Context: an optimization exercise on an open-source flow, tuned for small area, a short achievable clock period and few clock cycles per item. The choices shown serve that exercise and are no tape-out recipe.
The RTL was checked by simulation tests, not by an equivalence proof against the original design.

## flow/run.sh

```bash
#!/bin/bash
# synth_recipe.tcl (not shown) runs the flow's synth.tcl, then flattens the netlist and writes it again
# the make line also repeats each setting of config.mk as NAME=value (left out here)
make -C /OpenROAD-flow-scripts/flow DESIGN_CONFIG=/design/flow/config.mk WORK_HOME=/design/flow/orfs CLKGATE_MAP_FILE= SYNTH_SCRIPT=/design/flow/synth_recipe.tcl finish
```

## flow/config.mk

```make
export PLATFORM = sky130hd
export DESIGN_NAME = rgba_source_over_blend
export DESIGN_NICKNAME = rgba_source_over_blend
export VERILOG_FILES = /design/flow/design.v
export SDC_FILE = /design/flow/constraint.sdc
export NUM_CORES = 4
export LEC_CHECK = 0
export ABC_AREA = 1
export CAP_MARGIN = 20
export CORE_MARGIN = 2
export CORE_UTILIZATION = 40
export SLEW_MARGIN = 20
```

## flow/constraint.sdc

```tcl
create_clock -name core_clock -period 10.0 [get_ports {clk}]
set_input_delay 2.0000 -clock core_clock [delete_from_list [all_inputs] [get_ports {clk}]]
set_output_delay 2.0000 -clock core_clock [all_outputs]
set_load 0.01 [all_outputs]
```

## flow/design.v

```verilog
package rsob_pkg;
  localparam int CB = 8;
endpackage
module rgba_source_over_blend (
  input  logic        clk,
  input  logic        rst,
  input  logic        s_tvalid,
  output logic        s_tready,
  input  logic [63:0] s_tdata,
  output logic        m_tvalid,
  input  logic        m_tready,
  output logic [31:0] m_tdata
);
  logic go;
  logic sv;
  logic [31:0] skid;
  logic [31:0] res;
  logic res_v;
  assign s_tready = go;
  logic [63:0] in_q;
  logic        v0;
  always_ff @(posedge clk) begin
    if (rst) v0 <= 1'b0;
    else if (go) v0 <= s_tvalid;
  end
  always_ff @(posedge clk) if (go) in_q <= s_tdata;
  logic [7:0]  fa, ba, inv;
  logic        fz;
  logic [15:0] bp;
  assign fa  = in_q[31:24];
  assign ba  = in_q[63:56];
  assign inv = ~fa;
  assign fz  = (fa == 8'd0);
  assign bp  = ba * inv;
  logic [7:0]  fa1;
  logic [15:0] b1;
  logic        v1;
  logic [2:0]  n1;
  logic [7:0]  m1 [3];
  logic [7:0]  bc1 [3];
  always_ff @(posedge clk) begin
    if (rst) v1 <= 1'b0;
    else if (go) v1 <= v0;
  end
  always_ff @(posedge clk) if (go) begin
    fa1 <= fa;
    b1  <= {bp[15:1], bp[0] | fz};
  end
  for (genvar c = 0; c < 3; c++) begin : g_s1
    logic [7:0] fc, bc;
    logic [8:0] df;
    logic [7:0] dn;
    assign fc = in_q[8*c +: 8];
    assign bc = in_q[32 + 8*c +: 8];
    assign df = {1'b0, fc} - {1'b0, bc};
    assign dn = bc - fc;
    always_ff @(posedge clk) if (go) begin
      n1[c]  <= df[8];
      m1[c]  <= df[8] ? dn : df[7:0];
      bc1[c] <= bc;
    end
  end
  logic [15:0] d2;
  logic        v2;
  logic [15:0] p2 [3];
  logic [2:0]  n2;
  logic [7:0]  bc2 [3];
  always_ff @(posedge clk) begin
    if (rst) v2 <= 1'b0;
    else if (go) v2 <= v1;
  end
  always_ff @(posedge clk) if (go) d2 <= ({fa1, 8'd0} - {8'd0, fa1}) + b1;
  for (genvar c = 0; c < 3; c++) begin : g_s2
    logic [15:0] p;
    assign p = fa1 * m1[c];
    always_ff @(posedge clk) if (go) begin
      p2[c]  <= p;
      n2[c]  <= n1[c];
      bc2[c] <= bc1[c];
    end
  end
  logic [24:0] x_0;
  assign x_0 = {p2[0], 9'd0} - {8'd0, p2[0], 1'b0};
  logic [24:0] x_1;
  assign x_1 = {p2[1], 9'd0} - {8'd0, p2[1], 1'b0};
  logic [24:0] x_2;
  assign x_2 = {p2[2], 9'd0} - {8'd0, p2[2], 1'b0};
  logic v3;
  logic [15:0] d3;
  always_ff @(posedge clk) begin
    if (rst) v3 <= 1'b0;
    else if (go) v3 <= v2;
  end
  always_ff @(posedge clk) if (go) d3 <= d2;
  logic [24:0] r3_0;
  logic [7:0] bc3_0;
  logic n3_0;
  always_ff @(posedge clk) if (go) begin
    r3_0 <= x_0;
    bc3_0 <= bc2[0];
    n3_0 <= n2[0];
  end
  logic [24:0] r3_1;
  logic [7:0] bc3_1;
  logic n3_1;
  always_ff @(posedge clk) if (go) begin
    r3_1 <= x_1;
    bc3_1 <= bc2[1];
    n3_1 <= n2[1];
  end
  logic [24:0] r3_2;
  logic [7:0] bc3_2;
  logic n3_2;
  always_ff @(posedge clk) if (go) begin
    r3_2 <= x_2;
    bc3_2 <= bc2[2];
    n3_2 <= n2[2];
  end
  logic [17:0] t8_0;
  logic        g8_0;
  assign t8_0 = {1'b0, r3_0[24:8]} - {2'b0, d3};
  assign g8_0 = ~t8_0[17];
  logic [23:0] ro8_0;
  assign ro8_0 = {(g8_0 ? t8_0[15:0] : r3_0[23:8]), r3_0[7:0]};
  logic [17:0] t8_1;
  logic        g8_1;
  assign t8_1 = {1'b0, r3_1[24:8]} - {2'b0, d3};
  assign g8_1 = ~t8_1[17];
  logic [23:0] ro8_1;
  assign ro8_1 = {(g8_1 ? t8_1[15:0] : r3_1[23:8]), r3_1[7:0]};
  logic [17:0] t8_2;
  logic        g8_2;
  assign t8_2 = {1'b0, r3_2[24:8]} - {2'b0, d3};
  assign g8_2 = ~t8_2[17];
  logic [23:0] ro8_2;
  assign ro8_2 = {(g8_2 ? t8_2[15:0] : r3_2[23:8]), r3_2[7:0]};
  logic [17:0] t7_0;
  logic        g7_0;
  assign t7_0 = {1'b0, ro8_0[23:7]} - {2'b0, d3};
  assign g7_0 = ~t7_0[17];
  logic [22:0] ro7_0;
  assign ro7_0 = {(g7_0 ? t7_0[15:0] : ro8_0[22:7]), ro8_0[6:0]};
  logic [17:0] t7_1;
  logic        g7_1;
  assign t7_1 = {1'b0, ro8_1[23:7]} - {2'b0, d3};
  assign g7_1 = ~t7_1[17];
  logic [22:0] ro7_1;
  assign ro7_1 = {(g7_1 ? t7_1[15:0] : ro8_1[22:7]), ro8_1[6:0]};
  logic [17:0] t7_2;
  logic        g7_2;
  assign t7_2 = {1'b0, ro8_2[23:7]} - {2'b0, d3};
  assign g7_2 = ~t7_2[17];
  logic [22:0] ro7_2;
  assign ro7_2 = {(g7_2 ? t7_2[15:0] : ro8_2[22:7]), ro8_2[6:0]};
  logic v4;
  logic [15:0] d4;
  always_ff @(posedge clk) begin
    if (rst) v4 <= 1'b0;
    else if (go) v4 <= v3;
  end
  always_ff @(posedge clk) if (go) d4 <= d3;
  logic [22:0] r4_0;
  logic [1:0] q4_0;
  logic [7:0] bc4_0;
  logic n4_0;
  always_ff @(posedge clk) if (go) begin
    r4_0 <= ro7_0;
    q4_0 <= {g8_0, g7_0};
    bc4_0 <= bc3_0;
    n4_0 <= n3_0;
  end
  logic [22:0] r4_1;
  logic [1:0] q4_1;
  logic [7:0] bc4_1;
  logic n4_1;
  always_ff @(posedge clk) if (go) begin
    r4_1 <= ro7_1;
    q4_1 <= {g8_1, g7_1};
    bc4_1 <= bc3_1;
    n4_1 <= n3_1;
  end
  logic [22:0] r4_2;
  logic [1:0] q4_2;
  logic [7:0] bc4_2;
  logic n4_2;
  always_ff @(posedge clk) if (go) begin
    r4_2 <= ro7_2;
    q4_2 <= {g8_2, g7_2};
    bc4_2 <= bc3_2;
    n4_2 <= n3_2;
  end
  logic [17:0] t6_0;
  logic        g6_0;
  assign t6_0 = {1'b0, r4_0[22:6]} - {2'b0, d4};
  assign g6_0 = ~t6_0[17];
  logic [21:0] ro6_0;
  assign ro6_0 = {(g6_0 ? t6_0[15:0] : r4_0[21:6]), r4_0[5:0]};
  logic [17:0] t6_1;
  logic        g6_1;
  assign t6_1 = {1'b0, r4_1[22:6]} - {2'b0, d4};
  assign g6_1 = ~t6_1[17];
  logic [21:0] ro6_1;
  assign ro6_1 = {(g6_1 ? t6_1[15:0] : r4_1[21:6]), r4_1[5:0]};
  logic [17:0] t6_2;
  logic        g6_2;
  assign t6_2 = {1'b0, r4_2[22:6]} - {2'b0, d4};
  assign g6_2 = ~t6_2[17];
  logic [21:0] ro6_2;
  assign ro6_2 = {(g6_2 ? t6_2[15:0] : r4_2[21:6]), r4_2[5:0]};
  logic [17:0] t5_0;
  logic        g5_0;
  assign t5_0 = {1'b0, ro6_0[21:5]} - {2'b0, d4};
  assign g5_0 = ~t5_0[17];
  logic [20:0] ro5_0;
  assign ro5_0 = {(g5_0 ? t5_0[15:0] : ro6_0[20:5]), ro6_0[4:0]};
  logic [17:0] t5_1;
  logic        g5_1;
  assign t5_1 = {1'b0, ro6_1[21:5]} - {2'b0, d4};
  assign g5_1 = ~t5_1[17];
  logic [20:0] ro5_1;
  assign ro5_1 = {(g5_1 ? t5_1[15:0] : ro6_1[20:5]), ro6_1[4:0]};
  logic [17:0] t5_2;
  logic        g5_2;
  assign t5_2 = {1'b0, ro6_2[21:5]} - {2'b0, d4};
  assign g5_2 = ~t5_2[17];
  logic [20:0] ro5_2;
  assign ro5_2 = {(g5_2 ? t5_2[15:0] : ro6_2[20:5]), ro6_2[4:0]};
  logic v5;
  logic [15:0] d5;
  always_ff @(posedge clk) begin
    if (rst) v5 <= 1'b0;
    else if (go) v5 <= v4;
  end
  always_ff @(posedge clk) if (go) d5 <= d4;
  logic [20:0] r5_0;
  logic [3:0] q5_0;
  logic [7:0] bc5_0;
  logic n5_0;
  always_ff @(posedge clk) if (go) begin
    r5_0 <= ro5_0;
    q5_0 <= {{q4_0, g6_0}, g5_0};
    bc5_0 <= bc4_0;
    n5_0 <= n4_0;
  end
  logic [20:0] r5_1;
  logic [3:0] q5_1;
  logic [7:0] bc5_1;
  logic n5_1;
  always_ff @(posedge clk) if (go) begin
    r5_1 <= ro5_1;
    q5_1 <= {{q4_1, g6_1}, g5_1};
    bc5_1 <= bc4_1;
    n5_1 <= n4_1;
  end
  logic [20:0] r5_2;
  logic [3:0] q5_2;
  logic [7:0] bc5_2;
  logic n5_2;
  always_ff @(posedge clk) if (go) begin
    r5_2 <= ro5_2;
    q5_2 <= {{q4_2, g6_2}, g5_2};
    bc5_2 <= bc4_2;
    n5_2 <= n4_2;
  end
  logic [17:0] t4_0;
  logic        g4_0;
  assign t4_0 = {1'b0, r5_0[20:4]} - {2'b0, d5};
  assign g4_0 = ~t4_0[17];
  logic [19:0] ro4_0;
  assign ro4_0 = {(g4_0 ? t4_0[15:0] : r5_0[19:4]), r5_0[3:0]};
  logic [17:0] t4_1;
  logic        g4_1;
  assign t4_1 = {1'b0, r5_1[20:4]} - {2'b0, d5};
  assign g4_1 = ~t4_1[17];
  logic [19:0] ro4_1;
  assign ro4_1 = {(g4_1 ? t4_1[15:0] : r5_1[19:4]), r5_1[3:0]};
  logic [17:0] t4_2;
  logic        g4_2;
  assign t4_2 = {1'b0, r5_2[20:4]} - {2'b0, d5};
  assign g4_2 = ~t4_2[17];
  logic [19:0] ro4_2;
  assign ro4_2 = {(g4_2 ? t4_2[15:0] : r5_2[19:4]), r5_2[3:0]};
  logic [17:0] t3_0;
  logic        g3_0;
  assign t3_0 = {1'b0, ro4_0[19:3]} - {2'b0, d5};
  assign g3_0 = ~t3_0[17];
  logic [18:0] ro3_0;
  assign ro3_0 = {(g3_0 ? t3_0[15:0] : ro4_0[18:3]), ro4_0[2:0]};
  logic [17:0] t3_1;
  logic        g3_1;
  assign t3_1 = {1'b0, ro4_1[19:3]} - {2'b0, d5};
  assign g3_1 = ~t3_1[17];
  logic [18:0] ro3_1;
  assign ro3_1 = {(g3_1 ? t3_1[15:0] : ro4_1[18:3]), ro4_1[2:0]};
  logic [17:0] t3_2;
  logic        g3_2;
  assign t3_2 = {1'b0, ro4_2[19:3]} - {2'b0, d5};
  assign g3_2 = ~t3_2[17];
  logic [18:0] ro3_2;
  assign ro3_2 = {(g3_2 ? t3_2[15:0] : ro4_2[18:3]), ro4_2[2:0]};
  logic v6;
  logic [15:0] d6;
  always_ff @(posedge clk) begin
    if (rst) v6 <= 1'b0;
    else if (go) v6 <= v5;
  end
  always_ff @(posedge clk) if (go) d6 <= d5;
  logic [18:0] r6_0;
  logic [5:0] q6_0;
  logic [7:0] bc6_0;
  logic n6_0;
  always_ff @(posedge clk) if (go) begin
    r6_0 <= ro3_0;
    q6_0 <= {{q5_0, g4_0}, g3_0};
    bc6_0 <= bc5_0;
    n6_0 <= n5_0;
  end
  logic [18:0] r6_1;
  logic [5:0] q6_1;
  logic [7:0] bc6_1;
  logic n6_1;
  always_ff @(posedge clk) if (go) begin
    r6_1 <= ro3_1;
    q6_1 <= {{q5_1, g4_1}, g3_1};
    bc6_1 <= bc5_1;
    n6_1 <= n5_1;
  end
  logic [18:0] r6_2;
  logic [5:0] q6_2;
  logic [7:0] bc6_2;
  logic n6_2;
  always_ff @(posedge clk) if (go) begin
    r6_2 <= ro3_2;
    q6_2 <= {{q5_2, g4_2}, g3_2};
    bc6_2 <= bc5_2;
    n6_2 <= n5_2;
  end
  logic [17:0] t2_0;
  logic        g2_0;
  assign t2_0 = {1'b0, r6_0[18:2]} - {2'b0, d6};
  assign g2_0 = ~t2_0[17];
  logic [17:0] ro2_0;
  assign ro2_0 = {(g2_0 ? t2_0[15:0] : r6_0[17:2]), r6_0[1:0]};
  logic [17:0] t2_1;
  logic        g2_1;
  assign t2_1 = {1'b0, r6_1[18:2]} - {2'b0, d6};
  assign g2_1 = ~t2_1[17];
  logic [17:0] ro2_1;
  assign ro2_1 = {(g2_1 ? t2_1[15:0] : r6_1[17:2]), r6_1[1:0]};
  logic [17:0] t2_2;
  logic        g2_2;
  assign t2_2 = {1'b0, r6_2[18:2]} - {2'b0, d6};
  assign g2_2 = ~t2_2[17];
  logic [17:0] ro2_2;
  assign ro2_2 = {(g2_2 ? t2_2[15:0] : r6_2[17:2]), r6_2[1:0]};
  logic [17:0] t1_0;
  logic        g1_0;
  assign t1_0 = {1'b0, ro2_0[17:1]} - {2'b0, d6};
  assign g1_0 = ~t1_0[17];
  logic [16:0] ro1_0;
  assign ro1_0 = {(g1_0 ? t1_0[15:0] : ro2_0[16:1]), ro2_0[0:0]};
  logic [17:0] t1_1;
  logic        g1_1;
  assign t1_1 = {1'b0, ro2_1[17:1]} - {2'b0, d6};
  assign g1_1 = ~t1_1[17];
  logic [16:0] ro1_1;
  assign ro1_1 = {(g1_1 ? t1_1[15:0] : ro2_1[16:1]), ro2_1[0:0]};
  logic [17:0] t1_2;
  logic        g1_2;
  assign t1_2 = {1'b0, ro2_2[17:1]} - {2'b0, d6};
  assign g1_2 = ~t1_2[17];
  logic [16:0] ro1_2;
  assign ro1_2 = {(g1_2 ? t1_2[15:0] : ro2_2[16:1]), ro2_2[0:0]};
  logic v7;
  logic [15:0] d7;
  always_ff @(posedge clk) begin
    if (rst) v7 <= 1'b0;
    else if (go) v7 <= v6;
  end
  always_ff @(posedge clk) if (go) d7 <= d6;
  logic [16:0] r7_0;
  logic [7:0] q7_0;
  logic [7:0] bc7_0;
  logic n7_0;
  always_ff @(posedge clk) if (go) begin
    r7_0 <= ro1_0;
    q7_0 <= {{q6_0, g2_0}, g1_0};
    bc7_0 <= bc6_0;
    n7_0 <= n6_0;
  end
  logic [16:0] r7_1;
  logic [7:0] q7_1;
  logic [7:0] bc7_1;
  logic n7_1;
  always_ff @(posedge clk) if (go) begin
    r7_1 <= ro1_1;
    q7_1 <= {{q6_1, g2_1}, g1_1};
    bc7_1 <= bc6_1;
    n7_1 <= n6_1;
  end
  logic [16:0] r7_2;
  logic [7:0] q7_2;
  logic [7:0] bc7_2;
  logic n7_2;
  always_ff @(posedge clk) if (go) begin
    r7_2 <= ro1_2;
    q7_2 <= {{q6_2, g2_2}, g1_2};
    bc7_2 <= bc6_2;
    n7_2 <= n6_2;
  end
  logic [17:0] t0_0;
  logic        g0_0;
  assign t0_0 = {1'b0, r7_0[16:0]} - {2'b0, d7};
  assign g0_0 = ~t0_0[17];
  logic [17:0] t0_1;
  logic        g0_1;
  assign t0_1 = {1'b0, r7_1[16:0]} - {2'b0, d7};
  assign g0_1 = ~t0_1[17];
  logic [17:0] t0_2;
  logic        g0_2;
  assign t0_2 = {1'b0, r7_2[16:0]} - {2'b0, d7};
  assign g0_2 = ~t0_2[17];
  logic [8:0] qf_0;
  logic       cf_0;
  assign qf_0 = {q7_0, g0_0};
  assign cf_0 = qf_0[0] & (~n7_0 | (r7_0 != {1'b0, d7}));
  assign res[7:0] = bc7_0 + (qf_0[8:1] ^ {8{n7_0}}) + {7'd0, cf_0 ^ n7_0};
  logic [8:0] qf_1;
  logic       cf_1;
  assign qf_1 = {q7_1, g0_1};
  assign cf_1 = qf_1[0] & (~n7_1 | (r7_1 != {1'b0, d7}));
  assign res[15:8] = bc7_1 + (qf_1[8:1] ^ {8{n7_1}}) + {7'd0, cf_1 ^ n7_1};
  logic [8:0] qf_2;
  logic       cf_2;
  assign qf_2 = {q7_2, g0_2};
  assign cf_2 = qf_2[0] & (~n7_2 | (r7_2 != {1'b0, d7}));
  assign res[23:16] = bc7_2 + (qf_2[8:1] ^ {8{n7_2}}) + {7'd0, cf_2 ^ n7_2};
  logic [16:0] at;
  logic [16:0] as2;
  assign at  = {1'b0, d7} + 17'd128;
  assign as2 = at + {9'd0, at[15:8]};
  assign res[31:24] = as2[15:8];
  assign res_v = v7;
  logic push, pop, ld_head;
  assign push    = go & res_v;
  assign pop     = m_tvalid & m_tready;
  assign ld_head = pop | ~m_tvalid;
  always_ff @(posedge clk) begin
    if (rst) begin
      m_tvalid <= 1'b0;
      sv       <= 1'b0;
      go       <= 1'b1;
    end else begin
      if (ld_head) begin
        m_tvalid <= sv | push;
        sv       <= sv & push;
        go       <= ~(sv & push);
      end else begin
        sv       <= sv | push;
        go       <= ~(sv | push);
      end
    end
  end
  always_ff @(posedge clk) begin
    if (ld_head) m_tdata <= sv ? skid : res;
  end
  always_ff @(posedge clk) begin
    if (push & ~(ld_head & ~sv)) skid <= res;
  end
endmodule
```

==> results.sh, run 1 <==
export IMPL_outcome="no timing/DRC/antenna violations"
export IMPL_clk_latency_ps=730
export IMPL_synth_seq_area_share_pct=37.1
export IMPL_cp_max_fo=20
export IMPL_synth_top_cell_area_share_pct=36.8
export IMPL_syn_nets=9739
export IMPL_synthArstFlopShare_pct=0
export IMPL_synth_ff_type="edfxtp_1"
export IMPL_cts_resized=0
export IMPL_fmax_mhz=152
export IMPL_crit_type="flop to flop"
export IMPL_rsz0062_at_grt="no"
export IMPL_setup_tns_ps=0
export IMPL_clock_root_buffer="clkbuf_16"
export IMPL_post_dp_cell_area_um2=74200
export IMPL_path_cells="inv_1 -> ha_1 -> nand2_1 -> inv_1 -> nand2_1 -> nand2_1 -> a21oi_1 -> nand3_1 -> o21ai_0 -> inv_1 -> ha_1 -> nand2_1 -> o21ai_0 -> a21oi_1 -> nand2_1 -> nand2_1 -> nand3_4 -> nand2_1 -> nand2_1"
export IMPL_syn_to_final_growth_pct=9.37
export IMPL_grt_max_degree=82
export IMPL_drv_cap=0
export IMPL_maxSlewViolCount=0
export IMPL_holdBufCountCts=0
export IMPL_synth_area_leaders="edfxtp_1 (37%), nand2_1 (14%), ha_1 (12%)"
export IMPL_yosys_warnings=5
export IMPL_cts_num_sinks=880
export IMPL_clk_pin_slew_ps=60
export IMPL_tightest_slew_ps=1040
export IMPL_layout_common_cells="nand2_1 (2,708), inv_1 (1,463), edfxtp_1 (869)"
export IMPL_drt_wirelength_per_cell_um=18.3
export IMPL_drtIter0Drc=4446
export IMPL_grt_total_usage_pct=22.8
export IMPL_max_stage_delay_ps=1000
export IMPL_coreArea_um2=176000
export IMPL_dr_total_vias=57700
export IMPL_drtAntennaViolNets=0
export IMPL_die_area_um2=181000
export IMPL_required_ps=10430
export IMPL_layout_drive_gt1_share_pct=3.44
export IMPL_hold_path_class="flop to flop"
export IMPL_final_common_cell="nand2_1"
export IMPL_min_period_ps=6580
export IMPL_ys_types=53
export IMPL_cts_setup_buffers=0
export IMPL_syn_area_um2=70900
export IMPL_finalNetCount=9813
export IMPL_synth_top_area_cell="edfxtp_1"
export IMPL_slew_headroom_pct=30.3
export IMPL_grt_overflow=0
export IMPL_nFillCells=17500
export IMPL_cts_made_buffers=98
export IMPL_hold_violations=0
export IMPL_syn_inst=8790
export IMPL_drc=0
export IMPL_crit_path_top_delay_cell="nand3_1"
export IMPL_dieHeight_um=425
export IMPL_first_global_vias=56300
export IMPL_post_route_util_pct=44.0
export IMPL_syn_area_per_cell_um2=8.06
export IMPL_cp_arrival_ps=7020
export IMPL_place_hpwl_mm=165
export IMPL_synth_edff_count=869
export IMPL_viasPerCell=5.11
export IMPL_skew_ps=38.9
export IMPL_period_share_pct=65.8
export IMPL_cpMostUsedCell="nand2_1"
export IMPL_cp_end_kind="flop"
export IMPL_ctsHtreeMaxLevel=3
export IMPL_firstDrtPassIters=7
export IMPL_start_util_pct=40.2
export IMPL_port_buffers=101
export IMPL_cp_start_kind="flop"
export IMPL_ys_seq_elements=880
export IMPL_clk_path_buf_depth=3
export IMPL_setup_viol_count_final=0
export IMPL_antenna_found_initial=1
export IMPL_num_rows=154
export IMPL_io_pins=102
export IMPL_place_congestion=0.960
export IMPL_finalWirelength_mm=207
export IMPL_die_w_um=425
export IMPL_grt_pass1_wl_mm=321
export IMPL_stdcell_area_um2=77500
export IMPL_cts_tree="yes"
==> registers in the layout, indices dropped and copies added, names as in the netlist, 18 cells and up <==
register,count
r3_2,24
m1,24
r4_1,22
r5_0,20
r4_0,22
skid,32
in_q,64
r4_2,22
r5_2,20
m_tdata,32
r5_1,20
r6_0,18
bc2,24
r3_0,24
bc1,24
r3_1,24
p2,48
r6_2,18
r6_1,18
==> cell families (layout without fill, tap and decap cells) <==
kind of cell,Yosys count,after routing,share of synthesized area [%]
AND/OR/NAND/NOR,4158,4158,25.0
buffers and inverters,1646,1803,9.10
flip-flops,880,880,37.1
other,0,2,0
adder cells (fa/ha/maj),881,881,17.5
XOR/XNOR,419,419,5.18
AO/OA/AOI/OAI,806,806,6.14
==> critical path: cells and delay by family, from the launching register on <==
kind,cells,cell delay (ps)
adders and majority gates,2,730
and+or+nand+nor,10,2670
AOI/OAI and AO/OA,4,1690
DFF,1,540
buffers and inverters,3,630
==> through the flow <==
stage | worst slack (ps) | std cells | hold WS (ps)
after floorplan | 1810 | 8790 | 400
after global routing | 3020 | 11300 | 417
after detailed placement | 3480 | 11100 | 405
final | 3420 | 11300 | 396
after CTS | 3430 | 11300 | 404
after global placement | 3460 | 11100 | 400
==> synthesized netlist by cell type (12+ instances only) <==
cell type  instances
ha_1             700
a21boi_0          14
nand3_2           24
nand3b_1          80
fa_1             181
nand3_1          447
o21ai_2           14
inv_2             14
nor3_1            66
buf_2             37
nand2_2           14
buf_4             20
nor2_2            12
a21oi_1          453
o21ai_0          217
a21o_1            13
and2_1            22
buf_6             18
xnor2_1          139
inv_1           1463
o31ai_1           18
o21ai_1           21
edfxtp_1         869
o21a_1            19
xor2_1           280
nand4_1          265
clkbuf_1          79
nand2_1         2708
nor2_1           484
==> layout make-up <==
cell class              instances  area (µm²)  area share, %
multi-input cells            6264       38100           49.2
well taps                    2340        2930           3.78
repair buffers                136        1320           1.70
inverters                    1484        5580           7.20
clock inverters                69         667          0.860
clock buffers                 114        2580           3.32
diodes                          2        5.00        0.00646
flip-flops and latches        880       26300           34.0
==> routing by layer <==
metal  wire, µm  share of wire (%)  GRT usage [%]
met2      98700                 48           38.8
met1      90200                 44           29.9
met4       7910                3.8           8.12
met5          0                  0              0
met3       9930                4.8           2.38
==> path summary, 6_finish.rpt <==
kind	start	end	slack, ps	depth (start not counted)
worst max-delay path	d5[12]$_DFFE_PP_	r6_1[18]$_DFFE_PP_	3420	19
worst min-delay path	bc4_2[0]$_DFFE_PP_	bc5_2[0]$_DFFE_PP_	400	0
worst max register to register	d5[12]$_DFFE_PP_	r6_1[18]$_DFFE_PP_	3420	19
worst min register to register	bc4_2[0]$_DFFE_PP_	bc5_2[0]$_DFFE_PP_	400	0
Testbench counts, summed over its fixed seeds: cycles 12,072, items 12,000.
==> run 2: changes to the inputs <==
--- a/flow/config.mk
+++ b/flow/config.mk
@@ -5,7 +5,6 @@
 export SDC_FILE = /design/flow/constraint.sdc
 export NUM_CORES = 4
 export LEC_CHECK = 0
-export ABC_AREA = 1
 export CAP_MARGIN = 20
 export CORE_MARGIN = 2
 export CORE_UTILIZATION = 40
==> run 2 against run 1 <==
Effect of this change: cell area down 11%; worst hold slack worse by 25 ps; non-clock buffer count up 2; wire length down 29%; clock skew up 28 ps; die area down 12%; register-to-register slack worse by 300 ps; fmax down 4.4%; critical path type unchanged.
==> results.sh, run 2 <==
export IMPL_outcome="no timing/DRC/antenna violations"
export IMPL_dr_total_vias=41900
export IMPL_rr_worst_depth=20
export IMPL_busiest_layer="met2"
export IMPL_tightest_slew_ps=1120
export IMPL_r2r_start="d6[1]$_DFFE_PP_"
export IMPL_largest_register="in_q"
export IMPL_synthArstFlopShare_pct=0
export IMPL_synth_top_cell_area_share_pct=41.9
export IMPL_synth_area_leaders="edfxtp_1 (42%), ha_1 (14%), fa_1 (5.8%)"
export IMPL_fmax_mhz=145
export IMPL_drtAntennaViolNets=0
export IMPL_antenna_found_initial=1
export IMPL_cp_depth=20
export IMPL_synth_seq_area_share_pct=42.2
export IMPL_cts_num_sinks=880
export IMPL_max_stage_delay_ps=660
export IMPL_grt_pass1_wl_mm=230
export IMPL_timing_hold_ws_ps=371
export IMPL_syn_area_um2=62300
export IMPL_use_met3_pct=2.00
export IMPL_grt_use_met1_pct=24.9
export IMPL_viasPerCell=5.26
export IMPL_min_period_ps=6890
export IMPL_first_global_vias=40600
export IMPL_cp_start_kind="flop"
export IMPL_syn_to_final_growth_pct=11.0
export IMPL_num_rows=144
export IMPL_grt_total_usage_pct=18.4
export IMPL_layout_setup_ws_ps=3110
export IMPL_hold_violations=0
export IMPL_place_hpwl_mm=114
export IMPL_cp_top_family="compound AO/OA/AOI/OAI gates"
export IMPL_reg_top3="in_q: 64 flops, p2: 48 flops"
export IMPL_grt_max_degree=150
export IMPL_setup_tns_ps=0
export IMPL_syn_area_per_cell_um2=11.0
export IMPL_layout_drive_gt1_share_pct=7.94
export IMPL_drv_cap=0
export IMPL_reg2reg_to="r7_2[15]$_DFFE_PP_"
export IMPL_period_share_pct=68.9
export IMPL_rsz0062_at_grt="no"
export IMPL_cp_endpoint="r7_2[15]$_DFFE_PP_"
export IMPL_syn_inst=5676
export IMPL_cp_max_fo=26
export IMPL_cp_end_kind="flop"
export IMPL_synth_ff_type="edfxtp_1"
export IMPL_ys_seq_elements=880
export IMPL_synth_top_area_cell="edfxtp_1"
export IMPL_post_route_util_pct=44.8
export IMPL_cts_tree="yes"
export IMPL_yosysMostFrequentCell="edfxtp_1"
export IMPL_hp_start="n2[0]$_DFFE_PP_"
export IMPL_grt_overflow=0
export IMPL_crit_path_top_delay_cell="edfxtp_1"
export IMPL_met2_usage_pct=30.6
export IMPL_cts_made_buffers=96
export IMPL_yosys_warnings=5
export IMPL_synth_edff_count=869
export IMPL_port_buffers=101
export IMPL_syn_nets=6625
export IMPL_clk_latency_ps=740
export IMPL_start_util_pct=40.4
export IMPL_slew_headroom_pct=25.4
export IMPL_crit_type="flop to flop"
export IMPL_io_pins=102
export IMPL_crit_start="d6[1]$_DFFE_PP_"
export IMPL_place_congestion=0.898
export IMPL_synth_common_cells="edfxtp_1 (869), ha_1 (700), inv_1 (582)"
export IMPL_stdcell_area_um2=69200
export IMPL_drt_wirelength_per_cell_um=18.4
export IMPL_die_w_um=399
export IMPL_r2r_setup_slack_ps=3110
export IMPL_cts_setup_buffers=0
export IMPL_post_dp_cell_area_um2=65900
export IMPL_place_ws_ps=3180
export IMPL_n_antenna_cell=0
export IMPL_holdBufCountCts=0
export IMPL_largest_reg_flops=64
export IMPL_path_cells="inv_1 -> ha_1 -> nor2b_1 -> o31a_1 -> o21ai_0 -> a21oi_1 -> o211ai_1 -> nand2_1 -> o21ai_0 -> inv_1 -> ha_1 -> nor2b_1 -> o31a_1 -> o31ai_1 -> a21oi_1 -> a41oi_1 -> a21oi_1 -> nand2_1 -> nand2_1 -> mux2_2"
export IMPL_hold_path_class="flop to flop"
export IMPL_ys_types=86
export IMPL_clock_root_buffer="clkbuf_16"
export IMPL_drc=0
export IMPL_die_area_um2=159000
export IMPL_cts_resized=0
export IMPL_clk_path_buf_depth=3
export IMPL_coreArea_um2=154000
export IMPL_cp_arrival_ps=7370
export IMPL_firstDrtPassIters=6
export IMPL_layout_common_cells="edfxtp_1 (869), ha_1 (700), inv_1 (582)"
export IMPL_skew_ps=67.0
export IMPL_clk_pin_slew_ps=60
export IMPL_drtIter0Drc=2380
export IMPL_ctsHtreeMaxLevel=3
export IMPL_dieHeight_um=399
export IMPL_final_common_cell="edfxtp_1"
export IMPL_finalNetCount=6787
export IMPL_required_ps=10480
export IMPL_finalWirelength_mm=147
export IMPL_maxSlewViolCount=0
export IMPL_setup_viol_count_final=0
export IMPL_cp_num_buf_inv=2
-- run 2: cell count changes after synthesis, moves of 83 or more --
cell     delta
xnor2_1   +163
nand4_1   -243
nor2b_1   +130
nand2_1  -2367
nor2_1    -140
xor2_1    -139
inv_1     -881
o21a_1     +83
a21oi_1   -125
nand3_1   -373
and2_1    +125
mux2_2    +211
-- run 2: worst min-delay path by stage --
stage,end,slack [ps],cells past startpoint
after floorplan,bc2[0][0]$_DFFE_PP_,400,0
after CTS,n3_0$_DFFE_PP_,360,0
after global routing,n3_0$_DFFE_PP_,370,0
final,n3_0$_DFFE_PP_,370,0
after global placement,r4_0[1]$_DFFE_PP_,400,0
after detailed placement,bc2[1][4]$_DFFE_PP_,400,0
-- run 2: kinds of logic after synthesis --
logic type | synth area share [%]
and+or+nand+nor | 10.7
AOI/OAI and AO/OA | 12.1
adders and majority gates | 19.9
DFF | 42.2
buffers and inverters | 4.03
xor gates and xnor gates | 6.23
muxes | 4.82
-- run 2: cell type report --
class                   instances  area, µm²
clock buffers                 113       2550
clock inverters                65        742
fillers                     14200      85200
inverters                     583       2190
multi-input cells            4139      33500
flip-flops and latches        880      26300
well taps                    2044       2560
repair buffers                138       1310
-- run 2: layer usage --
metal	up-vias	wire (µm)
met3	229	5060
met4	0	5420
met2	836	68900
met1	20100	67500
met5	-	0
li1	20700	-
-- run 2: worst reg2reg max path, stage by stage, from the launching register on --
cell,delay (ps)
edfxtp_1,660
inv_1,300
ha_1,350
nor2b_1,140
o31a_1,260
o21ai_0,480
a21oi_1,200
o211ai_1,270
nand2_1,590
o21ai_0,590
inv_1,90
ha_1,280
nor2b_1,150
o31a_1,290
o31ai_1,340
a21oi_1,200
a41oi_1,320
a21oi_1,130
nand2_1,100
nand2_1,440
mux2_2,460
-- run 2: through the flow --
stage | std cells
4_1_cts | 7962
3_5_place_dp | 7784
3_3_place_gp | 7784
5_1_grt | 7962
2_1_floorplan | 5676
6_report | 7962

==> what the ideal ports hide <==
The results above use ideal ports. As a check the final layouts listed here were re-extracted and re-timed, cells and wires unchanged.
Step 1 (the two cells are an assumption about what drives the block):
set clk [get_ports {clk}]
set_driving_cell -lib_cell sky130_fd_sc_hd__clkbuf_16 $clk
set_driving_cell -lib_cell sky130_fd_sc_hd__buf_2 [delete_from_list [all_inputs] $clk]
Step 2, shift: input delay + t, output delay - t, t = (earliest + latest rising clock arrival at the registers) / 2. This alone moves slack from input paths to output paths.
Slacks: ideal / step 1 / step 2; pairs: ideal / step 1.
| run | t, ns | setup WS [ns] | hold WS [ns] | worst setup path at the end | slew at the worst register clock pin (ns) |
|---|---|---|---|---|---|
| run 1 | 0.790 | 3.415 / 3.415 / 3.415 | 0.396 / 0.396 / 0.396 | register to register | 0.07 / 0.07 |
| run 2 | 0.783 | 3.113 / 3.113 / 3.113 | 0.371 / 0.371 / 0.371 | register to register | 0.07 / 0.07 |
After both steps setup and hold are still met in every run listed.
